What follows belongs to an exercise in optimizing a design on an open flow for small area and a short achievable clock period; a production flow would make more cautious choices. Function was checked by simulation only, so behaviour that the tests miss may differ from the original. Power and IR drop assume default switching activity.

== try-zinc ==
==> flow/design.v <==
package instr_memory_loadable_pkg;
  localparam int INSTR_W_DEF = 8;
  localparam int ADDR_W_DEF  = 8;
  localparam int DEPTH_DEF   = 256;
  localparam int N_CORES_DEF = 4;
  localparam logic [7:0] OP_IDLE      = 8'd0;
  localparam logic [7:0] OP_LDAC      = 8'd4;
  localparam logic [7:0] OP_LDACM     = 8'd8;
  localparam logic [7:0] OP_STAC      = 8'd11;
  localparam logic [7:0] OP_CLAC      = 8'd19;
  localparam logic [7:0] OP_MOVR      = 8'd20;
  localparam logic [7:0] OP_MVACRT    = 8'd36;
  localparam logic [7:0] OP_ADD       = 8'd37;
  localparam logic [7:0] OP_MUL       = 8'd38;
  localparam logic [7:0] OP_SUB       = 8'd39;
  localparam logic [7:0] OP_INC       = 8'd40;
  localparam logic [7:0] OP_DEC       = 8'd41;
  localparam logic [7:0] OP_JPNZ      = 8'd42;
  localparam logic [7:0] OP_ENDOP     = 8'd46;
  localparam logic [7:0] OP_MOVRCOL1  = 8'd47;
  localparam logic [7:0] OP_MOVRCOL2  = 8'd48;
  localparam logic [7:0] OP_MVACRCOL1 = 8'd49;
  localparam logic [7:0] OP_MVACRCOL2 = 8'd50;
  localparam logic [7:0] OP_XOROP     = 8'd51;
  typedef enum logic [1:0] {
    ST_IDLE = 2'd0,
    ST_LOAD = 2'd1,
    ST_DONE = 2'd2
  } load_state_e;
endpackage
module rd_aoi3 (
  input  logic s0_i, d0_i,
  input  logic s1_i, d1_i,
  input  logic s2_i, d2_i,
  output logic y_no
);
  assign y_no = ~((s0_i & d0_i) | (s1_i & d1_i) | (s2_i & d2_i));
endmodule
module rd_nand4 (
  input  logic [3:0] a_i,
  output logic       y_no
);
  assign y_no = ~&a_i;
endmodule
module rd_nor2 (
  input  logic [1:0] a_i,
  output logic       y_no
);
  assign y_no = ~|a_i;
endmodule
module rd_nor3 (
  input  logic [2:0] a_i,
  output logic       y_no
);
  assign y_no = ~|a_i;
endmodule
module rd_aoi41 (
  input  logic [3:0] a_i,
  input  logic       b_i,
  output logic       y_no
);
  assign y_no = ~(&a_i | b_i);
endmodule
module wr_and2 (
  input  logic [1:0] a_i,
  output logic       y_o
);
  assign y_o = &a_i;
endmodule
module instr_memory_loadable
#(
  parameter int INSTR_W = instr_memory_loadable_pkg::INSTR_W_DEF,
  parameter int ADDR_W  = instr_memory_loadable_pkg::ADDR_W_DEF,
  parameter int DEPTH   = instr_memory_loadable_pkg::DEPTH_DEF,
  parameter int N_CORES = instr_memory_loadable_pkg::N_CORES_DEF
) (
  input  logic                       clk_i,
  input  logic                       rst_i,
  input  logic                       load_start_i,
  input  logic [ADDR_W:0]            load_len_i,
  input  logic                       load_valid_i,
  input  logic [INSTR_W-1:0]         load_data_i,
  output logic                       load_ready_o,
  output logic                       load_done_o,
  output logic                       load_err_o,
  output logic                       prog_loaded_o,
  input  logic [N_CORES-1:0]         read_IRAM_i,
  input  logic [N_CORES*ADDR_W-1:0]  addr_i,
  output logic [N_CORES*INSTR_W-1:0] instr_out_o
);
  localparam logic [ADDR_W:0] DEPTH_L = (ADDR_W+1)'(DEPTH);
  localparam int N_L1 = 86;
  localparam int N_L2 = 24;
  localparam int N_L3 = 8;
  localparam int N_L4 = 2;
  logic              st_load_q, st_done_q;
  logic [ADDR_W-1:0] wr_ptr_q;
  logic [ADDR_W-1:0] lenm1_q;
  logic              err_q, loaded_q;
  logic              len_ok, start_ok, wr_en, last_word;
  logic [ADDR_W:0]   lenm1;
  assign len_ok    = (load_len_i != '0) && (load_len_i <= DEPTH_L);
  assign start_ok  = load_start_i && !st_load_q && !st_done_q;
  assign lenm1     = load_len_i - (ADDR_W+1)'(1);
  assign wr_en     = st_load_q && load_valid_i;
  assign last_word = (wr_ptr_q == lenm1_q);
  always_ff @(posedge clk_i) begin
    if (rst_i) begin
      st_load_q <= 1'b0;
      st_done_q <= 1'b0;
      wr_ptr_q  <= '0;
      lenm1_q   <= '0;
      err_q     <= 1'b0;
      loaded_q  <= 1'b0;
    end else begin
      st_done_q <= wr_en && last_word;
      if (start_ok) begin
        if (len_ok) begin
          st_load_q <= 1'b1;
          lenm1_q   <= lenm1[ADDR_W-1:0];
          wr_ptr_q  <= '0;
          err_q     <= 1'b0;
          loaded_q  <= 1'b0;
        end else begin
          err_q <= 1'b1;
        end
      end else if (wr_en) begin
        wr_ptr_q <= wr_ptr_q + ADDR_W'(1);
        if (last_word) st_load_q <= 1'b0;
      end
      if (st_done_q) loaded_q <= 1'b1;
    end
  end
  assign load_ready_o  = st_load_q;
  assign load_done_o   = st_done_q;
  assign load_err_o    = err_q;
  assign prog_loaded_o = loaded_q;
  logic [DEPTH*INSTR_W-1:0] ram_q;    
  logic [15:0]              wr_row, wr_col;
  for (genvar i = 0; i < 16; i++) begin : g_wdec
    assign wr_row[i] = (wr_ptr_q[7:4] == 4'(i));
    assign wr_col[i] = wr_en && (wr_ptr_q[3:0] == 4'(i));
  end
  for (genvar w = 0; w < DEPTH; w++) begin : g_word
    logic [INSTR_W-1:0] q;
    logic               we;
    wr_and2 u_we (.a_i ({wr_row[w/16], wr_col[w%16]}), .y_o (we));
    always_ff @(posedge clk_i) begin
      if (we) q <= load_data_i;
    end
    assign ram_q[w*INSTR_W +: INSTR_W] = q;
  end
  logic [3*N_L1*INSTR_W-1:0] ram_x;
  assign ram_x = {{((3*N_L1-DEPTH)*INSTR_W){1'b0}}, ram_q};
  for (genvar g = 0; g < N_CORES; g++) begin : g_rd
    logic [ADDR_W-1:0]   rd_addr;
    logic [15:0]         lo_n, hi_n;
    logic [3*N_L1-1:0]   rd_sel;
    logic [N_L4*INSTR_W-1:0] rd_half, rd_half_q;    
    logic [1:0]          a7_go;
    assign rd_addr = addr_i[g*ADDR_W +: ADDR_W];
    assign a7_go   = {rd_addr[7] && !rst_i, !rd_addr[7] && !rst_i};
    for (genvar i = 0; i < 16; i++) begin : g_pre
      rd_nand4 u_lo (
        .a_i  ({rd_addr[3] ~^ i[3], rd_addr[2] ~^ i[2], rd_addr[1] ~^ i[1], rd_addr[0] ~^ i[0]}),
        .y_no (lo_n[i])
      );
      rd_nand4 u_hi (
        .a_i  ({a7_go[i[3]], rd_addr[6] ~^ i[2], rd_addr[5] ~^ i[1], rd_addr[4] ~^ i[0]}),
        .y_no (hi_n[i])
      );
    end
    for (genvar w = 0; w < DEPTH; w++) begin : g_sel
      rd_nor2 u_dec (
        .a_i  ({hi_n[w/16], lo_n[w%16]}),
        .y_no (rd_sel[w])
      );
    end
    assign rd_sel[3*N_L1-1:DEPTH] = '0;
    for (genvar b = 0; b < INSTR_W; b++) begin : g_bit
      logic [4*N_L2-1:0] l1;
      logic [3*N_L3-1:0] l2;
      logic [4*N_L4-1:0] l3;
      for (genvar k = 0; k < N_L1; k++) begin : g_l1
        rd_aoi3 u_aoi (
          .s0_i (rd_sel[3*k]),   .d0_i (ram_x[(3*k)*INSTR_W + b]),
          .s1_i (rd_sel[3*k+1]), .d1_i (ram_x[(3*k+1)*INSTR_W + b]),
          .s2_i (rd_sel[3*k+2]), .d2_i (ram_x[(3*k+2)*INSTR_W + b]),
          .y_no (l1[k])
        );
      end
      assign l1[4*N_L2-1:N_L1] = '1;    
      for (genvar k = 0; k < N_L2; k++) begin : g_l2
        if (4*k < N_L1) begin : g_on
          rd_nand4 u_n (.a_i (l1[4*k +: 4]), .y_no (l2[k]));
        end else begin : g_off
          assign l2[k] = 1'b0;
        end
      end
      for (genvar k = 0; k < N_L3; k++) begin : g_l3
        rd_nor3 u_n (.a_i (l2[3*k +: 3]), .y_no (l3[k]));
      end
      for (genvar k = 0; k < N_L4; k++) begin : g_l4
        rd_aoi41 u_n (
          .a_i  ({l3[k+6], l3[k+4], l3[k+2], l3[k]}),
          .b_i  (!loaded_q),
          .y_no (rd_half[b*N_L4 + k])
        );
      end
      assign instr_out_o[g*INSTR_W + b] = |rd_half_q[b*N_L4 +: N_L4];
    end
    always_ff @(posedge clk_i) begin
      if (rst_i || read_IRAM_i[g]) rd_half_q <= rd_half;
    end
  end
endmodule
export LEC_CHECK = 0
export CAP_MARGIN = 20
export CORE_MARGIN = 2
export CORE_UTILIZATION = 35
export CTS_CLUSTER_DIAMETER = 70
export CTS_CLUSTER_SIZE = 16
export SETUP_SLACK_MARGIN = 2.2
export SLEW_MARGIN = 20
export SYNTH_HIERARCHICAL = 1
export SYNTH_MINIMUM_KEEP_SIZE = 0
create_clock -name core_clock -period 5.0 [get_ports {clk_i}]
run.sh (not shown) runs the stock make flow with config.mk's settings and CLKGATE_MAP_FILE= SYNTH_SCRIPT=/design/flow/synth_recipe.tcl, a recipe that flattens the netlist after the stock synthesis.
try-zinc went all the way through synthesis, placement and routing and the layout is clean on timing, DRC and antenna.
Here is what was changed in the inputs of try-xenon compared with try-zinc.
Settings: CTS_CLUSTER_SIZE: 16 -> 20; CTS_CLUSTER_DIAMETER: 70 -> 80.
Results
On try-xenon: number of inserted diodes is 4.1% higher than what try-zinc gave. The setup slack reported for try-xenon is greater than that of try-zinc by 190 ps. [compare] base=try-zinc new=try-xenon: wire length shows an increase of 0.40%; clock group share of total power now sits lower. Across try-xenon and try-zinc, a clean result was obtained everywhere but in try-xenon. Diff try-xenon and try-zinc: total of plain and repair buffers excluding clock buffers lower in try-zinc.

==> what the ideal ports hide <==
The flow's constraints put no driver on any port. The routed layouts listed below were extracted and timed again, unchanged, in two steps. Step 1: set_driving_cell puts a clkbuf_16 on clk_i and a buf_2 on each other input, an assumption about the parent block. Step 2 times the ports against the registers' clock, not the clock port: input delays grow and output delays shrink by t, the midpoint of the rising clock arrivals with the driver on. a / b / c = no drivers / after step 1 / after step 2; a / b = the first two.
run	t (ns)	setup slack, ns	slew at the worst register clock pin (ns)	worst slew at a driven data input, ns	pins driven straight from the clock port
try-zinc	1.050	1.490 / 1.539 / 0.490	0.08 / 0.08	0.09	1
try-xenon	1.032	1.678 / 1.509 / 0.477	0.09 / 0.09	0.32	1
For try-xenon, which loses most, drivers alone change the setup slack by -0.169 ns; drivers and shift together by -1.201 ns.
